Source: an optimization exercise on an open RTL-to-GDS flow (aim: small area and few clock cycles per item). Production flows keep margins and buffers that such runs may drop. The RTL was checked by simulation tests, not by an equivalence proof against the original design.

<file path="flow/config.mk">
export PLATFORM = sky130hd
export DESIGN_NAME = modular_exponentiation
export DESIGN_NICKNAME = modular_exponentiation
export VERILOG_FILES = /design/flow/design.v
export SDC_FILE = /design/flow/constraint.sdc
export NUM_CORES = 4
export LEC_CHECK = 0
export ABC_AREA = 1
export CAP_MARGIN = 5
export CORE_MARGIN = 2
export CORE_UTILIZATION = 60
export SLEW_MARGIN = 5
export SYNTH_HIERARCHICAL = 1
</file>
<file path="flow/constraint.sdc">
create_clock -name core_clock -period 8.0 [get_ports {clk}]
set_input_delay 1.6000 -clock core_clock [delete_from_list [all_inputs] [get_ports {clk}]]
set_output_delay 1.6000 -clock core_clock [all_outputs]
set_load 0.01 [all_outputs]
</file>
<file path="flow/design.v">
`default_nettype none
package mexp_pkg;
  localparam int FIELD_BITS = 64;
  localparam int CFG_INDEX_BITS = 8;
  localparam int ACC_BITS = 67;
  localparam int OP_BITS = 66;
  localparam int STEPS = 3;
  localparam int PASS_CYCLES = OP_BITS / STEPS;
  localparam int CYC_BITS = $clog2(PASS_CYCLES);
  typedef logic [FIELD_BITS-1:0] field_t;
  typedef logic [CFG_INDEX_BITS-1:0] cfg_index_t;
  typedef logic [ACC_BITS-1:0] acc_t;
  typedef logic [OP_BITS-1:0] op_t;
  localparam cfg_index_t REG_MODULUS = cfg_index_t'(0);
  localparam cfg_index_t REG_POWER = cfg_index_t'(1);
  typedef enum logic [2:0] {
    ST_IDLE,
    ST_PREP,
    ST_MUL,
    ST_CPA,
    ST_FIX,
    ST_SPARE,
    ST_ACPA,
    ST_DONE
  } state_t;
endpackage
`default_nettype wire
`default_nettype none
package mexp_arith;
  localparam int AW = 67;    
  function automatic logic est_sign(input logic [8:0] u, input logic [8:0] v);
    logic [7:0] g;
    logic [7:0] p;
    logic [7:0] g1;
    logic [7:0] p1;
    logic [7:0] g2;
    logic [7:0] p2;
    logic [7:0] g3;
    g = u[7:0] & v[7:0];
    p = u[7:0] ^ v[7:0];
    g1 = g;
    p1 = p;
    for (int i = 1; i < 8; i++) begin
      g1[i] = g[i] | (p[i] & g[i-1]);
      p1[i] = p[i] & p[i-1];
    end
    g2 = g1;
    p2 = p1;
    for (int i = 2; i < 8; i++) begin
      g2[i] = g1[i] | (p1[i] & g1[i-2]);
      p2[i] = p1[i] & p1[i-2];
    end
    g3 = g2;
    for (int i = 4; i < 8; i++) begin
      g3[i] = g2[i] | (p2[i] & g2[i-4]);
    end
    est_sign = !(u[8] ^ v[8] ^ g3[7]);
  endfunction
  function automatic logic [AW-1:0] mexp_add(input logic [AW-1:0] a, input logic [AW-1:0] b,
                                             input logic cin);
    logic [AW-1:0] p;
    logic [AW-1:0] g;
    logic [AW-1:0] gg;
    logic [AW-1:0] pp;
    p = a ^ b;
    g = a & b;
    g[0] = g[0] | (p[0] & cin);
    gg = g;
    pp = p;
    for (int d = 1; d < AW; d = d * 2) begin
      for (int i = 2 * d - 1; i < AW; i = i + 2 * d) begin
        gg[i] = gg[i] | (pp[i] & gg[i-d]);
        pp[i] = pp[i] & pp[i-d];
      end
    end
    for (int d = 32; d >= 1; d = d / 2) begin
      for (int i = 3 * d - 1; i < AW; i = i + 2 * d) begin
        gg[i] = gg[i] | (pp[i] & gg[i-d]);
      end
    end
    mexp_add = p ^ {gg[AW-2:0], cin};
  endfunction
endpackage
module mexp_fa (
  input  logic a,
  input  logic b,
  input  logic c,
  output logic s,
  output logic co
);
  assign s = a ^ b ^ c;
  assign co = (a & b) | (a & c) | (b & c);
endmodule
`default_nettype wire
`default_nettype none
module modular_exponentiation (
  input  logic                  clk,
  input  logic                  rst,
  input  logic                  cfg_valid,
  output logic                  cfg_ready,
  input  mexp_pkg::cfg_index_t  cfg_index,
  input  mexp_pkg::field_t      cfg_data,
  input  logic                  operand_valid,
  output logic                  operand_ready,
  input  mexp_pkg::field_t      operand_base_value,
  output logic                  result_valid,
  input  logic                  result_ready,
  output mexp_pkg::field_t      result_residue
);
  localparam int K = mexp_pkg::STEPS;
  localparam int AW = mexp_pkg::ACC_BITS;
  localparam int PW = mexp_pkg::OP_BITS;
  localparam int D = mexp_pkg::PASS_CYCLES;
  localparam int CB = mexp_pkg::CYC_BITS;
  mexp_pkg::state_t state;
  logic [63:0]     modulus;
  logic [63:0]     power;
  mexp_pkg::op_t   p_reg;
  mexp_pkg::op_t   b_op;        
  mexp_pkg::acc_t  s_reg;
  mexp_pkg::acc_t  c_reg;
  logic [K-1:0]    xd;
  logic [CB-1:0]   cyc;
  logic [5:0]      idx;
  logic [5:0]      sh;
  logic            first;
  logic            ysel_b;      
  logic            base_pass;
  logic            fsub;
  logic [35:0]     kz;          
  logic [5:0]      kt3;         
  logic [3:0]      kt1;         
  logic [3:0]      kn1;         
  logic [5:0]      kn3;         
  logic [35:0]     ky;          
  logic [3:0]      ge_reg;      
  logic            x0p;         
  logic            x0n;         
  logic            starting;    
  logic            quick;       
  logic            finishing;   
  logic            mod_small;
  logic            ebit;
  logic            cin;
  mexp_pkg::acc_t  sum;
  mexp_pkg::acc_t  y_ext;
  logic [3:0]      t1;
  logic [5:0]      t3;
  logic [4:0]      ntop;
  logic [CB-1:0]   cyc_nxt;
  logic [63:0]     mod_half;
  logic            go_mul;      
  logic [8:0]      yh_next;
  logic            x_nxt;       
  mexp_pkg::op_t   x_src;
  mexp_pkg::acc_t  s_ch [K+1];
  mexp_pkg::acc_t  c_ch [K+1];
  logic [3:0]      ge_ch [K+1];
  assign cfg_ready = 1'b1;
  assign quick = mod_small || (power == '0);
  assign starting = operand_valid &&
                    ((state == mexp_pkg::ST_IDLE) || ((state == mexp_pkg::ST_DONE) && result_ready));
  assign finishing = (state == mexp_pkg::ST_FIX) && !p_reg[PW-1] && (sh == '0);
  assign operand_ready = finishing ||
                         (quick && ((state == mexp_pkg::ST_IDLE) ||
                                    ((state == mexp_pkg::ST_DONE) && result_ready)));
  assign b_op = {2'b00, operand_base_value};
  assign mod_small = (modulus[63:1] == '0);
  assign ebit = power[idx];
  assign y_ext = {p_reg[PW-1], p_reg};
  assign x_src = ysel_b ? b_op : p_reg;
  assign cyc_nxt = cyc + CB'(1);
  assign mod_half = {1'b0, modulus[63:1]};
  assign go_mul = !base_pass && !ysel_b && ebit;
  assign ntop = {1'b1, modulus[62:59]};
  assign t1 = ntop[4:1];
  assign t3 = {1'b0, ntop} + {2'b00, ntop[4:1]};
  assign kz = {3'b000, kt3, 5'b00000, kt1, 5'b11111, kn1, 3'b111, kn3};
  assign cin = (state == mexp_pkg::ST_ACPA) && fsub;
  assign sum = mexp_arith::mexp_add(s_reg, c_reg, cin);
  assign yh_next = {sum[PW-1], sum[PW-1], sum[PW-1:PW-7]};
  assign x_nxt = x_src[PW - 1 - K * cyc_nxt];
  assign s_ch[0] = s_reg;
  assign c_ch[0] = c_reg;
  assign ge_ch[0] = ge_reg;
  for (genvar g = 0; g < K; g++) begin : g_step
    logic xn;
    logic [35:0] kn;
    assign kn = xn ? ky : kz;
    if (g < K - 1) begin : g_xn
      assign xn = xd[K-2-g];
    end else begin : g_xl
      assign xn = x_nxt;
    end
    logic xpos, xneg, qz;
    logic qp1, qp2, qn1, qn2;
    mexp_pkg::acc_t a, b, c, s1, m1, c1, d, c1i, m2, nn, n2;
    logic [8:0] dh;
    assign dh = d[AW-1:AW-9];
    assign xpos = (g == 0) ? x0p : xd[K-1-g];
    assign xneg = (g == 0) ? x0n : 1'b0;
    assign qz = (g == 0) ? first : 1'b0;
    assign qp2 = ge_ch[g][0] & !qz;
    assign qp1 = ge_ch[g][1] & !ge_ch[g][0] & !qz;
    assign qn1 = !ge_ch[g][2] & ge_ch[g][3] & !qz;
    assign qn2 = !ge_ch[g][3] & !qz;
    assign a = {s_ch[g][AW-2:0], xneg};
    assign b = {c_ch[g][AW-2:0], 1'b0};
    assign c = ({AW{xpos}} & y_ext) | ({AW{xneg}} & ~y_ext);
    assign nn = {3'b000, modulus};
    assign n2 = {2'b00, modulus, 1'b0};
    assign d = ({AW{qp1}} & ~nn) | ({AW{qp2}} & ~n2) | ({AW{qn1}} & nn) | ({AW{qn2}} & n2);
    for (genvar i = 0; i < AW; i++) begin : g_bit
      if (i == 0 || (i == 1 && g > 0)) begin : g_r1h
        assign s1[i] = a[i] ^ b[i] ^ c[i];
        assign m1[i] = (a[i] & b[i]) | (a[i] & c[i]) | (b[i] & c[i]);
      end else begin : g_r1
        mexp_fa u_r1 (.a(a[i]), .b(b[i]), .c(c[i]), .s(s1[i]), .co(m1[i]));
      end
      mexp_fa u_r2 (.a(s1[i]), .b(c1i[i]), .c(d[i]), .s(s_ch[g+1][i]), .co(m2[i]));
    end
    assign c1 = {m1[AW-2:0], 1'b0};
    assign c1i = {c1[AW-1:1], qp1 | qp2};
    assign c_ch[g+1] = {m2[AW-2:0], 1'b0};
    for (genvar k = 0; k < 4; k++) begin : g_ge
      logic [8:0] u1, v1, w1, u, v, w;
      for (genvar i = 0; i < 9; i++) begin : g_eb
        mexp_fa u_e1 (.a(s1[AW-9+i]), .b(c1i[AW-9+i]), .c(kn[9*k+i]), .s(u1[i]), .co(w1[i]));
        if (i == 0) begin : g_e2h
          assign u[i] = u1[i] ^ dh[i];
          assign w[i] = u1[i] & dh[i];
        end else begin : g_e2
          mexp_fa u_e2 (.a(u1[i]), .b(v1[i]), .c(dh[i]), .s(u[i]), .co(w[i]));
        end
      end
      assign v1 = {w1[7:0], 1'b0};
      assign v = {w[7:0], 1'b0};
      assign ge_ch[g+1][k] = mexp_arith::est_sign(u, v);
    end
  end
  always_ff @(posedge clk) begin
    if (rst) begin
      modulus <= 64'd1;
      power <= '0;
    end else if (cfg_valid && cfg_ready) begin
      if (cfg_index == mexp_pkg::REG_MODULUS) begin
        modulus <= cfg_data;
      end else if (cfg_index == mexp_pkg::REG_POWER) begin
        power <= cfg_data;
      end
    end else if (state == mexp_pkg::ST_PREP && !modulus[63]) begin
      modulus <= modulus << 1;
    end else if (state == mexp_pkg::ST_FIX && !p_reg[PW-1] && sh != '0) begin
      modulus <= mod_half;
    end
  end
  always_ff @(posedge clk) begin
    if (state == mexp_pkg::ST_MUL) begin
      s_reg <= s_ch[K];
      c_reg <= c_ch[K];
    end else if (state == mexp_pkg::ST_FIX) begin
      s_reg <= {p_reg[PW-1], p_reg};
      if (p_reg[PW-1]) begin
        c_reg <= {3'b000, modulus};           
      end else begin
        c_reg <= ~{3'b000, mod_half};         
      end
    end else begin
      s_reg <= '0;
      c_reg <= '0;
    end
  end
  always_ff @(posedge clk) begin
    ge_reg <= ge_ch[K];
  end
  always_ff @(posedge clk) begin
    if (rst) begin
      state <= mexp_pkg::ST_IDLE;
    end else begin
      unique case (state)
        mexp_pkg::ST_IDLE, mexp_pkg::ST_DONE: begin
          if (starting) begin
            state <= quick ? mexp_pkg::ST_DONE : mexp_pkg::ST_PREP;
          end else if (state == mexp_pkg::ST_DONE && result_ready) begin
            state <= mexp_pkg::ST_IDLE;
          end
        end
        mexp_pkg::ST_PREP: begin
          if (modulus[63] && ebit) begin
            state <= mexp_pkg::ST_MUL;
          end
        end
        mexp_pkg::ST_MUL: begin
          if (cyc == CB'(D - 1)) begin
            state <= mexp_pkg::ST_CPA;
          end
        end
        mexp_pkg::ST_CPA: begin
          if (!go_mul && idx == '0) begin
            state <= mexp_pkg::ST_FIX;
          end else begin
            state <= mexp_pkg::ST_MUL;
          end
        end
        mexp_pkg::ST_FIX: begin
          if (p_reg[PW-1] || sh != '0) begin
            state <= mexp_pkg::ST_ACPA;
          end else begin
            state <= mexp_pkg::ST_DONE;
          end
        end
        mexp_pkg::ST_ACPA: state <= mexp_pkg::ST_FIX;
        default: state <= mexp_pkg::ST_IDLE;
      endcase
    end
  end
  always_ff @(posedge clk) begin
    unique case (state)
      mexp_pkg::ST_IDLE, mexp_pkg::ST_DONE: begin
        if (starting) begin
          idx <= 6'd63;
          sh <= '0;
          p_reg <= mod_small ? '0 : mexp_pkg::op_t'(1);
        end
      end
      mexp_pkg::ST_PREP: begin
        if (!modulus[63]) begin
          sh <= sh + 6'd1;
        end
        if (!ebit) begin
          idx <= idx - 6'd1;
        end
        kt3 <= t3;
        kt1 <= t1;
        kn1 <= 4'd0 - t1;
        kn3 <= 6'd0 - t3;
        ky <= {{3'b000, t3}, {5'b00000, t1}, 9'd0 - {5'b00000, t1}, 9'd0 - {3'b000, t3}};
        first <= 1'b1;
        ysel_b <= 1'b1;
        base_pass <= 1'b1;
        cyc <= '0;
        xd <= b_op[PW-1 -: K];
        x0p <= 1'b0;
        x0n <= b_op[PW-1];
      end
      mexp_pkg::ST_MUL: begin
        first <= 1'b0;
        cyc <= cyc_nxt;
        if (cyc != CB'(D - 1)) begin
          xd <= x_src[PW - 1 - K * cyc_nxt -: K];
        end
        x0p <= x_nxt;
        x0n <= 1'b0;
      end
      mexp_pkg::ST_CPA: begin
        p_reg <= sum[PW-1:0];
        base_pass <= 1'b0;
        first <= 1'b1;
        cyc <= '0;
        xd <= go_mul ? b_op[PW-1 -: K] : sum[PW-1 -: K];
        x0p <= 1'b0;
        x0n <= go_mul ? b_op[PW-1] : sum[PW-1];
        for (int i = 0; i < 4; i++) begin
          ky[9*i +: 9] <= kz[9*i +: 9] + yh_next;
        end
        if (go_mul) begin
          ysel_b <= 1'b1;             
        end else begin
          ysel_b <= 1'b0;             
          if (idx != '0) begin
            idx <= idx - 6'd1;
          end
        end
      end
      mexp_pkg::ST_FIX: begin
        if (p_reg[PW-1]) begin
          fsub <= 1'b0;               
        end else begin
          fsub <= 1'b1;               
          if (sh != '0) begin
            sh <= sh - 6'd1;
          end
        end
      end
      mexp_pkg::ST_ACPA: begin
        if (!fsub || !sum[AW-1]) begin
          p_reg <= sum[PW-1:0];
        end
      end
      default: begin
      end
    endcase
  end
  assign result_valid = (state == mexp_pkg::ST_DONE);
  assign result_residue = p_reg[63:0];
endmodule
`default_nettype wire
</file>
<file path="flow/flow/run.sh">
#!/bin/bash
set -euo pipefail
export BUFFER_PORTS_ARGS="-buffer_cell sky130_fd_sc_hd__buf_1"
export CTS_ARGS="-sink_clustering_enable -repair_clock_nets -dont_use_dummy_load -sink_clustering_size 30 -sink_clustering_max_diameter 80"
bash standard.sh finish \
  "BUFFER_PORTS_ARGS=${BUFFER_PORTS_ARGS}" \
  "CTS_ARGS=${CTS_ARGS}" > flow_run.log 2>&1
</file>
<file path="flow/standard.sh">
#!/bin/bash
# synth_recipe.tcl (not shown) runs the flow's synth.tcl, then flattens the netlist and writes it again
# the make line also repeats each setting of config.mk as NAME=value (left out here)
make -C /OpenROAD-flow-scripts/flow DESIGN_CONFIG=/design/flow/config.mk WORK_HOME=/design/flow/orfs CLKGATE_MAP_FILE= SYNTH_SCRIPT=/design/flow/synth_recipe.tcl "${@:-finish}"
</file>
==> summary.txt, run 1 <==
Layout
The area growth from synthesis to final layout is 4.989%. The cell area after layout is 0.04613 sq mm. The number of fill cells in the layout is 6,526. The proportion of layout cells with a drive suffix above 1 is 0.04590. The count of nets after finishing is 6,215. The final non-filler cell total is 6,214.

Synthesis
In this run, synthesis inferred 138 flip-flops with an integrated enable. In the synthesized netlist the async set-or-reset flop fraction comes to 0. Counting flops and latches in the post-synthesis netlist gives 407. The share of the yosys chip area belonging to registers is 0.2169. The number of distinct library cells after synthesis is 61.

The post-synth design cell area is 0.04393 sq mm. The total of warnings raised by yosys is 13. The most frequently used flop master after synthesis is dfxtp_1. Synthesis produced a netlist whose cell count is 5,304. The post-synthesis area per instance is 8.283 sq um.

STA
The max-slew violation count is 0. At the pin with the least slew margin, the transition time is 1.197 ns. The worst clock skew is 0.1062 ns. Setup repair after global routing could not meet its margin everywhere.

Dividing the final minimum period by the clock period gives 0.9542. The final hold slack is 0.4775 ns. Setup violations remaining at the end of the flow were counted as 0. The tightest slew margin relative to the limit is 0.1950.

Subtracting the final worst setup slack from the clock period gives 7.634 ns. The number of hold violations in the final report is 0. Timing would allow up to 131.0 MHz.

Setup path
In this design, the stage delay of the slowest critical-path cell is 0.69 ns. STA classifies the critical path startpoint as a register. The launching element of the worst setup path is x0p$_SDFFCE_PP0P_. Data on the critical path is required at its endpoint by 8.45 ns. The data arrival time of the critical path is 8.08 ns. The setup slack of the worst register-to-register path is 0.37 ns.

Together, buffers and inverters on the worst path number 3. In this run the critical register-to-register path is launched from x0p$_SDFFCE_PP0P_. The most frequent cell on the critical path is nand2_1.

STA classifies the critical path endpoint as a register. The biggest fanout along the worst timing path is 8. The cell family with the largest share of critical-path delay is adder cells. The critical path is of the reg2reg type.

The slowest library cell on the worst path is fa_2.

Placed design
The placed wire-length estimate after detailed placement is 118,800 microns. At the end of routability-driven placement, the weighted congestion stood at 1.029. In this run the cell area measured after placement is 0.04489 sq mm. The number of cells after detailed placement is 6,157. The count of port buffers added during placement is 206.

Global routing
The initial antenna violation count is 7. Entering global routing, the biggest net connects 101 pins. The total congestion overflow after global routing is 0. The via count of the first global-routing pass is 37,577. The first-pass GRT wire length is 231,900 microns. The total global-route track usage is 0.4091.

Job
The max-cap violation count is 0.

Floorplanning
The standard-cell row count is 99. The floorplan step set the die height to 274.6 microns. The horizontal die dimension is 274.6 microns. The standard cell core area is 0.07271 sq mm. The initial utilization of the core area, before any placement, comes to 0.6042. The floorplan step defined a die boundary enclosing 0.07541 sq mm. The I/O pin count is 208.

Clock tree
In this run the deepest clock path goes through 3 buffers. Buffers inserted during clock tree synthesis total 35. Clock tree synthesis found a total of 407 sinks.

The buffer type at the clock tree root is clkbuf_16. The post-cts hold buffer count is 0. TritonCTS built the clock tree. The number of levels in the clock H-tree is 2.

The source-to-sink clock delay at the later pin of the worst-skew pair is 0.64 ns. After clock tree synthesis, the clock-pin slew on the worst setup and hold paths is 0.06 ns.

Detailed routing
The iteration-0 DRC count of the detailed router is 4,737. Using the TritonRoute via totals, the vias-per-cell ratio works out to 6.262. In the final routed layout, each cell accounts on average for 24.63 microns. The residual DRC count is 0. The final layout contains routed wiring with a total length of 153,000 microns.

The count of TritonRoute iterations in the first routing pass is 6. Detailed routing inserted a total of 38,911 vias. The remaining number of nets flagged by the antenna check after routing is 0.

Min path
The class of the worst hold path is reg2reg. In this run the most critical hold path is launched from power[34]$_SDFFE_PP0P_.

Status
The flow ran to the end and the layout has no timing, DRC or antenna violations.
cells in the mapped netlist, drive strengths merged (2+ instances only):
library cell | count | area share
inv | 547 | 0.047
fa | 639 | 0.29
clkbuf | 306 | 0.026
o21bai | 3 | 0.00051
xor2 | 24 | 0.0048
o211ai | 78 | 0.013
nor3 | 25 | 0.0028
a21oi | 342 | 0.039
a211oi | 18 | 0.0031
o21ai | 661 | 0.075
a21o | 7 | 0.0012
nand3b | 6 | 0.0010
a21boi | 3 | 0.00051
nor3b | 2 | 0.00034
clkinv | 7 | 0.00060
xnor2 | 37 | 0.0074
o311ai | 16 | 0.0032
buf | 104 | 0.016
o221ai | 72 | 0.014
o2111ai | 68 | 0.014
dfxtp | 269 | 0.12
o21a | 3 | 0.00051
a221oi | 8 | 0.0016
edfxtp | 138 | 0.094
nor2 | 319 | 0.028
nor4 | 23 | 0.0033
conb | 2 | 0.00017
a31oi | 8 | 0.0011
a31o | 2 | 0.00040
nand3 | 97 | 0.012
o22ai | 139 | 0.020
nand2 | 1084 | 0.093
nand4 | 32 | 0.0046
ha | 182 | 0.052
o31ai | 11 | 0.0019
or2 | 9 | 0.0013
per-module statistics from Yosys (local to each module, per instance):
module                  area [sq um]  copies in the design  cells inside
mexp_fa                        20.02                   599             1
modular_exponentiation         31940                     1          4705
cells in the final DEF, fill, tap and decap left out, types with 6 or more instances in the layout:
cell type	n
a211oi_1	8
a211oi_2	10
a21o_1	7
a21oi_1	333
a21oi_2	9
a221oi_1	8
a31oi_1	8
buf_1	206
buf_4	108
clkbuf_16	35
clkinv_1	6
dfxtp_1	269
edfxtp_1	138
fa_1	632
fa_2	7
ha_1	182
inv_1	535
inv_2	8
nand2_1	1071
nand2_4	7
nand3_1	90
nand3b_1	6
nand4_1	32
nor2_1	310
nor3_1	25
nor4_1	23
o2111ai_1	67
o211ai_1	78
o21ai_0	595
o21ai_1	58
o221ai_1	72
o22ai_1	138
o311ai_0	15
o31ai_1	11
or2_2	9
xnor2_1	37
xor2_1	24
worst reg2reg max path: cells and delay by family, from the launching register on:
family | cells | cell delay [ns]
adders and majority gates | 8 | 3.47
AOI/OAI and AO/OA | 12 | 1.89
and+or+nand+nor | 15 | 1.25
DFF | 1 | 0.48
buffers and inverters | 3 | 0.42
through the flow:
| step | setup TNS (ns) | utilization | worst slack (ns) |
|---|---|---|---|
| after CTS | 0 | 0.6298 | 0.005617 |
| after floorplan | 0 | - | 0.02692 |
| after global routing | -0.04270 | 0.6342 | -0.02994 |
| after detailed placement | -0.8895 | 0.6173 | -0.2349 |
| final | 0 | 0.6344 | 0.3662 |
| after global placement | -0.1933 | 0.6173 | -0.05235 |
routing by layer:
layer,track usage,share of wire,vias to the layer above
met2,0.6105,0.43,2201
met3,0.09514,0.11,360
met5,0,0.00035,-
met4,0.1466,0.042,10
met1,0.5852,0.41,18791
li1,-,-,17549
area by class of cell:
type | instances | area [sq um] | area share
flip-flops and latches | 407 | 9529 | 0.2066
well taps | 959 | 1200 | 0.02601
clock buffers | 35 | 875.8 | 0.01899
multi-input cells | 3934 | 30740 | 0.6664
repair buffers | 321 | 1687 | 0.03656
inverters | 554 | 2088 | 0.04527
diodes | 4 | 10.01 | 0.0002170
what timing repair did:
action / 4_1_cts / 5_1_grt
resized for setup: 4 / 48
endpoints found under the setup margin: 4 / 121
buffers inserted: 2 / 15
pin swaps: 1 / 10
gates cloned: 0 / 0
path summary, 6_finish.rpt:
kind         depth (start not counted)                     end
max                                 38       ge_reg[0]$_DFF_P_
min                                  2  power[34]$_SDFFE_PP0P_
max reg2reg                         38       ge_reg[0]$_DFF_P_
min reg2reg                          2  power[34]$_SDFFE_PP0P_
cell families (layout without fill, tap and decap cells):
| family | count (synthesis) | after routing | synth area share |
|---|---|---|---|
| xor+xnor | 61 | 61 | 0.01216 |
| other cells | 2 | 7 | 0.0001709 |
| fa+ha+maj | 821 | 821 | 0.3430 |
| flops | 407 | 407 | 0.2169 |
| compound gates | 1449 | 1449 | 0.1913 |
| buf+inv | 964 | 910 | 0.08991 |
| simple gates | 1600 | 1600 | 0.1465 |
Testbench counts, summed over its fixed seeds: cycles 281,300, items 128.
==> run 2: changes to the inputs <==
==> flow/flow/run.sh (replaced) <==
#!/bin/bash
set -euo pipefail
export BUFFER_PORTS_ARGS="-buffer_cell sky130_fd_sc_hd__buf_1"
export CTS_ARGS="-sink_clustering_enable -repair_clock_nets -dont_use_dummy_load -sink_clustering_size 25 -sink_clustering_max_diameter 70"
bash standard.sh finish \
  "BUFFER_PORTS_ARGS=${BUFFER_PORTS_ARGS}" \
  "CTS_ARGS=${CTS_ARGS}" > flow_run.log 2>&1
--- a/flow/config.mk
+++ b/flow/config.mk
@@ -6,8 +6,8 @@
 export NUM_CORES = 4
 export LEC_CHECK = 0
 export ABC_AREA = 1
-export CAP_MARGIN = 5
+export CAP_MARGIN = 20
 export CORE_MARGIN = 2
 export CORE_UTILIZATION = 60
-export SLEW_MARGIN = 5
+export SLEW_MARGIN = 20
 export SYNTH_HIERARCHICAL = 1
==> summary.txt, run 2 <==
Detailed routing
The iteration-0 DRC count of the detailed router is 4,982. The overall routed net length is 153,600 microns. The routed wire length per instance is 24.71 microns.

For this run, the detailed router's first-pass iteration total came to 6. The residual DRC count is 0. Once detail routing completed, the nets flagged for antenna violations numbered 0.

In the routed layout, each cell is associated on average with a via count of 6.286. The routed layout has 39,077 vias.

Setup path
Of all nets on the critical path, the largest fanout is 11. The worst setup path is launched from a register. The critical path data required time is 8.46 ns. The cell family with the largest share of critical-path delay is adder cells.

The critical path is of the reg2reg type. The launching element of the worst setup path is x0p$_SDFFCE_PP0P_. The critical path contains buffers and inverters numbering 3 combined. On the worst path, the slowest cell contributes a delay of 0.71 ns. The nature of the critical path endpoint is a register. The most frequent cell on the critical path is nand2_1. The data arrival time of the critical path is 8.17 ns. The launch instance of the worst register-to-register path is x0p$_SDFFCE_PP0P_. Among all stages on the critical path, the largest delay is contributed by fa_2.

Job
The max-cap violation count is 0.

Global routing
The first-pass GRT wire length is 232,000 microns. The pin count of the biggest net entering global routing is 101. The via count of the first global-routing pass is 37,534. The initial antenna violation count is 8. Global routing finished with a remaining overflow of 0. For this run, the total global-route usage over all layers was measured as 0.4099.

Floorplanning
The horizontal die dimension is 274.6 microns. The initial utilization of the core area, before any placement, comes to 0.6042. The area enclosed by the die boundary is 0.07541 sq mm. After floorplanning, the core was divided into 99 placement rows.

The region available for standard cell placement spans 0.07271 sq mm. The vertical die dimension is 274.6 microns. The I/O pin count is 208.

Synthesis
Counting flops with a built-in enable in the synthesized netlist gives 138. The post-synthesis area per instance is 8.283 sq um. The cell area that synthesis handed to floorplanning was 0.04393 sq mm. Of the post-synthesis cell area, the dominant cell type holds 0.2912. Yosys attributes the largest share of cell area to fa_1, dfxtp_1, edfxtp_1. The number of register bits inferred by synthesis is 407. In the post-synthesis netlist, the cell with the most instances is nand2_1. Among all flip-flop cells after synthesis, the most frequent one is dfxtp_1.

Of all flip-flops after synthesis, the portion carrying an async set or reset was 0. Sorting the synthesized cells by how often they occur yields nand2_1, fa_1, o21ai_0, inv_1, a21oi_1. The share of the yosys chip area belonging to registers is 0.2169. In this run, distinct cell masters in the synthesized netlist total 61.

The total of warnings raised by yosys is 13. The biggest area contributor in the post-synthesis netlist is fa_1. The synthesized instance count is 5,304.

Layout
The area growth from synthesis to layout is 5.405%. The count of nets after finishing is 6,218. The area of the multi-input gates is 0.03074 sq mm.

In the final layout, the share of cells above drive strength 1 is 0.04663. In the layout the commonest cells are nand2_1, fa_1, o21ai_0. After routing the design area is 0.04631 sq mm. The final non-filler cell total is 6,217. The number of fill cells in the layout is 6,443. The area taken by flip-flops and latches is 0.009529 sq mm. Leaving out fill and tap cells, the most frequent cell in the layout is nand2_1.

STA
The setup slack after layout is 0.2919 ns. Measured against its own limit, the worst slew margin works out to 0.2110. The routed design could run at a clock period as short as 7.708 ns. For the pin with the worst max-slew slack, the measured transition is 1.180 ns. The number of hold violations in the final report is 0.

For the final routed database, the setup TNS stands at 0 ns. Setup repair after global routing could not meet its margin everywhere. The worst clock skew is 0.07500 ns. The post-route fraction of the period consumed by the critical path is 0.9635. The final setup violation count is 0. For this run, the top clock speed supported by timing is 129.7 MHz.

The max-slew violation count came to 0.

Placed design
After legalization and detailed placement, the total HPWL measured 118,800 microns. The count of port buffers added during placement is 206. The cell area after placement is 0.04490 sq mm. At the placement stage, the worst setup path has a slack of -0.2319 ns.

The routability congestion estimate from global placement is 1.029. After detailed placement, the design holds a cell count of 6,157.

Clock tree
The TritonCTS sink count is 407. In this run the number of H-tree levels came out at 2. Counting along the longest clock path gives a buffer depth of 3. The number of clock buffers added by TritonCTS is 44. The TritonCTS clock tree is yes. The clock-pin slew reported for the worst setup and hold paths after clock tree synthesis is 0.05 ns. CTS placed an instance of clkbuf_16 at the clock tree root. The source-to-sink clock delay at the later pin of the worst-skew pair is 0.64 ns.

Min path
The worst hold path begins at power[34]$_SDFFE_PP0P_. The class of the worst hold path is reg2reg.

Status
The flow ran to the end and the layout has no timing, DRC or antenna violations.
run 2: cell counts after synthesis:
No cell type changed its count.
run 2: layer usage:
| metal | part of all wire | vias to the layer above | track usage | wire length (microns) |
|---|---|---|---|---|
| li1 | - | 17551 | - | - |
| met4 | 0.044 | 12 | 0.1513 | 6801 |
| met2 | 0.43 | 2271 | 0.6107 | 66480 |
| met5 | 0.00046 | - | 0 | 71 |
| met3 | 0.11 | 379 | 0.08885 | 17090 |
| met1 | 0.41 | 18864 | 0.5898 | 63190 |
run 2: final timing paths:
kind / end / depth (start not counted) / slack [ns]
max: ge_reg[0]$_DFF_P_ / 38 / 0.29
min: power[34]$_SDFFE_PP0P_ / 2 / 0.47
max reg2reg: ge_reg[0]$_DFF_P_ / 38 / 0.29
min reg2reg: power[34]$_SDFFE_PP0P_ / 2 / 0.47
run 2: worst reg2reg max path, delay by kind of cell (launching register included):
kind                     cells  cell delay [ns]
flip-flops                   1             0.48
adder cells (fa/ha/maj)      8             3.55
buffers and inverters        3             0.43
AND/OR/NAND/NOR             15             1.24
AO/OA/AOI/OAI               12             1.91
run 2: through the flow:
step,util,hold slack [ns]
finish,0.6369,0.4689
global route,0.6368,0.4897
CTS,0.6331,0.4700
detailed placement,0.6175,0.4632
global placement,0.6173,0.4589
floorplan,-,0.4433
run 2: final cells by class:
type                            instances  area share
Multi-Input combinational cell       3934      0.6637
Sequential cell                       407      0.2058
Inverter                              554     0.04509
Timing Repair Buffer                  315     0.03550
Tap cell                              959     0.02591
Clock buffer                           44     0.02378
Antenna cell                            4   0.0002161
run 2: Yosys stat by module (local to each module, per instance):
module | flops+latches | cells | cell area (sq um) | times used
mexp_fa | 0 | 1 | 20.02 | 599
modular_exponentiation | 407 | 4705 | 31940 | 1
run 2: what timing repair did:
item	CTS	global route
pin swaps	1	12
buffers inserted	3	9
hold buffers	0	0
resized for setup	5	45
endpoints found under the setup margin	4	121
run 2: kinds of logic after synthesis:
logic type      after synthesis  synth area share
compound gates             1449            0.1913
xor+xnor                     61           0.01216
fa+ha+maj                   821            0.3430
buf+inv                     964           0.08991
flops                       407            0.2169
other cells                   2         0.0001709
simple gates               1600            0.1465
==> run 3: changes to the inputs <==
--- a/flow/design.v
+++ b/flow/design.v
@@ -19,7 +19,7 @@
     ST_MUL,
     ST_CPA,
     ST_FIX,
-    ST_SPARE,
+    ST_SUBL,
     ST_ACPA,
     ST_DONE
   } state_t;
@@ -125,7 +125,7 @@
   logic [5:0]      sh;
   logic            first;
   logic            ysel_b;      
-  logic            base_pass;
+  logic            base_pass;   
   logic            fsub;
   logic [35:0]     kz;          
   logic [5:0]      kt3;         
@@ -149,6 +149,9 @@
   logic [4:0]      ntop;
   logic [CB-1:0]   cyc_nxt;
   logic [63:0]     mod_half;
+  logic            load_base;   
+  logic            load_sub;    
+  logic            load_add;    
   logic            go_mul;      
   logic [8:0]      yh_next;
   logic            x_nxt;       
@@ -172,11 +175,14 @@
   assign cyc_nxt = cyc + CB'(1);
   assign mod_half = {1'b0, modulus[63:1]};
   assign go_mul = !base_pass && !ysel_b && ebit;
+  assign load_base = (state == mexp_pkg::ST_PREP) && modulus[63] && ebit;
+  assign load_sub = (state == mexp_pkg::ST_SUBL);
+  assign load_add = (state == mexp_pkg::ST_FIX) && p_reg[PW-1];
   assign ntop = {1'b1, modulus[62:59]};
   assign t1 = ntop[4:1];
   assign t3 = {1'b0, ntop} + {2'b00, ntop[4:1]};
   assign kz = {3'b000, kt3, 5'b00000, kt1, 5'b11111, kn1, 3'b111, kn3};
-  assign cin = (state == mexp_pkg::ST_ACPA) && fsub;
+  assign cin = fsub && ((state == mexp_pkg::ST_ACPA) || (state == mexp_pkg::ST_CPA));
   assign sum = mexp_arith::mexp_add(s_reg, c_reg, cin);
   assign yh_next = {sum[PW-1], sum[PW-1], sum[PW-1:PW-7]};
   assign x_nxt = x_src[PW - 1 - K * cyc_nxt];
@@ -251,20 +257,16 @@
     end else if (state == mexp_pkg::ST_PREP && !modulus[63]) begin
       modulus <= modulus << 1;
     end else if (state == mexp_pkg::ST_FIX && !p_reg[PW-1] && sh != '0) begin
-      modulus <= mod_half;
+      modulus <= mod_half;                
     end
   end
   always_ff @(posedge clk) begin
     if (state == mexp_pkg::ST_MUL) begin
       s_reg <= s_ch[K];
       c_reg <= c_ch[K];
-    end else if (state == mexp_pkg::ST_FIX) begin
-      s_reg <= {p_reg[PW-1], p_reg};
-      if (p_reg[PW-1]) begin
-        c_reg <= {3'b000, modulus};           
-      end else begin
-        c_reg <= ~{3'b000, mod_half};         
-      end
+    end else if (load_base || load_sub || load_add) begin
+      s_reg <= load_base ? {1'b0, b_op} : {p_reg[PW-1], p_reg};
+      c_reg <= {3'b000, modulus} ^ {AW{!load_add}};
     end else begin
       s_reg <= '0;
       c_reg <= '0;
@@ -287,7 +289,7 @@
         end
         mexp_pkg::ST_PREP: begin
           if (modulus[63] && ebit) begin
-            state <= mexp_pkg::ST_MUL;
+            state <= mexp_pkg::ST_CPA;      
           end
         end
         mexp_pkg::ST_MUL: begin
@@ -303,12 +305,15 @@
           end
         end
         mexp_pkg::ST_FIX: begin
-          if (p_reg[PW-1] || sh != '0) begin
+          if (p_reg[PW-1]) begin
             state <= mexp_pkg::ST_ACPA;
+          end else if (sh != '0) begin
+            state <= mexp_pkg::ST_SUBL;
           end else begin
             state <= mexp_pkg::ST_DONE;
           end
         end
+        mexp_pkg::ST_SUBL: state <= mexp_pkg::ST_ACPA;
         mexp_pkg::ST_ACPA: state <= mexp_pkg::ST_FIX;
         default: state <= mexp_pkg::ST_IDLE;
       endcase
@@ -334,14 +339,8 @@
         kt1 <= t1;
         kn1 <= 4'd0 - t1;
         kn3 <= 6'd0 - t3;
-        ky <= {{3'b000, t3}, {5'b00000, t1}, 9'd0 - {5'b00000, t1}, 9'd0 - {3'b000, t3}};
-        first <= 1'b1;
-        ysel_b <= 1'b1;
         base_pass <= 1'b1;
-        cyc <= '0;
-        xd <= b_op[PW-1 -: K];
-        x0p <= 1'b0;
-        x0n <= b_op[PW-1];
+        fsub <= 1'b1;
       end
       mexp_pkg::ST_MUL: begin
         first <= 1'b0;
@@ -355,6 +354,7 @@
       mexp_pkg::ST_CPA: begin
         p_reg <= sum[PW-1:0];
         base_pass <= 1'b0;
+        fsub <= 1'b0;
         first <= 1'b1;
         cyc <= '0;
         xd <= go_mul ? b_op[PW-1 -: K] : sum[PW-1 -: K];
==> flow/flow/run.sh (replaced) <==
#!/bin/bash
set -euo pipefail
export BUFFER_PORTS_ARGS="-buffer_cell sky130_fd_sc_hd__buf_1"
export CTS_ARGS="-sink_clustering_enable -repair_clock_nets -dont_use_dummy_load -sink_clustering_size 30 -sink_clustering_max_diameter 80"
bash standard.sh finish \
  "BUFFER_PORTS_ARGS=${BUFFER_PORTS_ARGS}" \
  "CTS_ARGS=${CTS_ARGS}" > flow_run.log 2>&1
==> summary.txt, run 3 <==
Status
The run finished with no timing, DRC or antenna violations.

Global routing
The initial antenna violation count is 18. The first global-routing pass estimated 244,500 microns of wire. For met3 alone, demand over resource in global routing was 0.1259. The total global-route track usage is 0.4226. The total congestion overflow after global routing is 0. For met2 alone, demand over resource in global routing was 0.6236. The via count of the first global-routing pass is 39,347. After global routing, the most crowded layer is met2. For this run, global-route usage on met1 was measured as 0.5814. The pin count of the biggest net entering global routing is 104.

Detailed routing
The iteration-0 DRC count of the detailed router is 5,289. The routed wire length per instance is 25.05 microns. The pre-antenna-repair detailed-routing pass consisted of 7 iterations. The residual DRC count is 0.

The remaining number of nets flagged by the antenna check after routing is 0. For this block, the routed nets add up to 161,200 microns of wire. The via total after detailed routing is 40,658. The per-cell via count in the routed design is 6.317.

Layout
In the final design database the tool counted 6,428 nets. The library cell used most frequently in the layout, excluding fill and tap cells, is nand2_1. The cell area after layout is 0.04700 sq mm. The library cells used most frequently in the layout, excluding fill and tap cells, are nand2_1, fa_1, o21ai_0. In the final layout, the share of cells above drive strength 1 is 0.04905. The area growth from synthesis to final layout is 5.348%.

Synthesis
The total of warnings raised by yosys is 13. Counting instances in the post-synthesis netlist gives the leading cell types as nand2_1, fa_1, o21ai_0, inv_1, nor2_1. The post-synth design cell area is 0.04461 sq mm. The async set-reset flop share out of synthesis is 0. The fraction of post-synthesis cell area in the top cell type by area is 0.2872. The number of distinct library cells after synthesis is 62. By area the synthesized netlist is led by fa_1, dfxtp_1, nand2_1. The share of the yosys chip area belonging to registers is 0.2136.

The most common cell in the synthesized netlist is nand2_1. The number of synthesized flops with an enable pin is 138. The cell count after synthesis came out at 5,499.

The most used flip-flop cell after synthesis is dfxtp_1. The number of register bits inferred by synthesis is 407. fa_1 takes more of the synthesized area than any other cell. The post-synthesis area per instance is 8.113 sq um.

STA
After routing, the total negative slack on setup checks comes to 0 ns. The max-slew violation count came to 0. Dividing the final minimum period by the clock period gives 0.9513. The slew at the pin with the worst max-slew slack is 1.223 ns. Setup violations remaining at the end of the flow were counted as 0. After layout, the minimum clock period comes to 7.610 ns. The tightest slew margin relative to the limit is 0.1840. The number of hold violations in the final report was 0. The worst clock skew is 0.08375 ns. Based on the critical path, the design can be clocked at up to 131.4 MHz.

Setup path
Among the stages of the critical path, the cell type that occurs most often is nand2_1. The critical path data required time is 8.42 ns. The nature of the critical path endpoint is a register.

The path type of the worst setup path is reg2reg. The slowest stage of the critical path belongs to the cell fa_2. The delay of the slowest cell on the worst path is 0.67 ns. In this run the critical register-to-register path is launched from x0p$_SDFFCE_PP0P_. At the worst endpoint, the arrival time is 8.03 ns. The launching element of the worst setup path is x0p$_SDFFCE_PP0P_. The critical path startpoint category is a register. Along the worst path, the maximum fanout reaches 8.

Clock tree
The clock passes through at most 3 buffers. The tree built by TritonCTS fans out to 407 sinks. The clock reaches the later pin of the worst-skew pair after 0.61 ns.

The number of levels in the clock H-tree is 2. The root buffer cell chosen for the clock tree is clkbuf_16. TritonCTS built the clock tree. The clock-pin slew reported for the worst setup and hold paths after clock tree synthesis is 0.06 ns.

The clock buffer count from CTS is 36.

Floorplanning
The initial utilization of the core area, before any placement, comes to 0.6084. The I/O pin count is 208. In this run the standard cell core region covers 0.07333 sq mm. The die is 276.7 microns wide. The die is 276.7 microns tall. After floorplanning, the core was divided into 99 placement rows. The die covers 0.07655 sq mm.

Job
Across the run, the number of max-cap violations was 0.

Placed design
The count of port buffers added during placement is 206. The placed wire-length estimate after detailed placement is 124,900 microns. The congestion estimate from routability-driven global placement came to 1.039. In this run the cell area measured after placement is 0.04584 sq mm.

Min path
In this run the worst hold path is classified as reg2reg. The origin of the worst min-delay path is power[34]$_SDFFE_PP0P_.
==> run 3: per-module statistics from Yosys (local to each module, per instance) <==
| module | copies in the design | cells | flip-flops and latches |
|---|---|---|---|
| modular_exponentiation | 1 | 4900 | 407 |
| mexp_fa | 599 | 1 | 0 |
==> run 3: final cells by class <==
cell class | count | area [sq um]
inverters | 530 | 2002
flip-flops and latches | 407 | 9529
repair buffers | 349 | 1876
multi-input cells | 4142 | 31460
fillers | 6560 | 26330
well taps | 959 | 1200
diodes | 13 | 32.53
clock buffers | 36 | 900.9
==> run 3: through the flow <==
stage                     std cells  utilization  hold WS, ns  worst slack (ns)
final                          6436       0.6409       0.4759            0.3900
after global routing           6425       0.6406       0.4846          -0.06951
after CTS                      6415       0.6374       0.4728           0.01595
after detailed placement       6379       0.6251       0.4644            0.1043
after global placement         6379       0.6251       0.4592            0.2963
after floorplan                5500            -       0.4323           0.01933
==> run 3: final timing paths <==
path                            cells past startpoint  slack, ns                     end
worst max-delay path                               38       0.39       ge_reg[2]$_DFF_P_
worst min-delay path                                2       0.48  power[34]$_SDFFE_PP0P_
worst max register to register                     38       0.39       ge_reg[2]$_DFF_P_
worst min register to register                      2       0.48  power[34]$_SDFFE_PP0P_
==> run 3: repair_timing <==
item	CTS	global route
setup endpoints to repair	0	86
gates resized for setup	0	43
hold buffers	0	0
buffers inserted	0	8
==> run 3: kinds of logic after synthesis <==
family,share of synthesized area
compound gates,0.1848
xor+xnor,0.01413
buf+inv,0.08714
flops,0.2136
simple gates,0.1616
other cells,0.0001683
mux,0.0007011
fa+ha+maj,0.3379
==> run 3: routing by layer <==
layer / share of wire / routed length [microns] / vias up
met5: 0.00073 / 118 / -
met4: 0.050 / 7985 / 16
met3: 0.13 / 21400 / 444
met2: 0.43 / 68750 / 2572
met1: 0.39 / 62950 / 19513
li1: - / - / 18113
==> run 3: critical path: cells and delay by family, from the launching register on <==
kind                     cells  cell delay [ns]
adder cells (fa/ha/maj)      8             3.56
AO/OA/AOI/OAI               11             1.60
AND/OR/NAND/NOR             16             1.44
flip-flops                   1             0.44
buffers and inverters        3             0.40
Testbench counts of run 3, summed over its fixed seeds: cycles 278,484, items 128.

==> separate check: timing with driven ports <==
How much do the figures lean on ideal ports? The routed layouts below were timed once more, with nothing changed but the port constraints. Step 1 assumes that a clkbuf_16 drives the clock port and a buf_2 every other input. Step 2 times the ports against the registers' clock, not the clock port: input delays grow and output delays shrink by t, the midpoint of the rising clock arrivals with the driver on. a / b / c = ideal / step 1 / step 2; a / b = the first two.
| run | t (ns) | slack for setup (ns) | worst hold slack (ns) | worst slew at a driven data input, ns |
|---|---|---|---|---|
| run 1 | 0.656 | 0.366 / 0.366 / 0.366 | 0.478 / 0.478 / 0.478 | 0.14 |
| run 2 | 0.671 | 0.292 / 0.292 / 0.292 | 0.469 / 0.469 / 0.469 | 0.13 |
| run 3 | 0.638 | 0.390 / 0.390 / 0.390 | 0.476 / 0.476 / 0.476 | 0.11 |
After both steps every run listed still meets setup and hold.
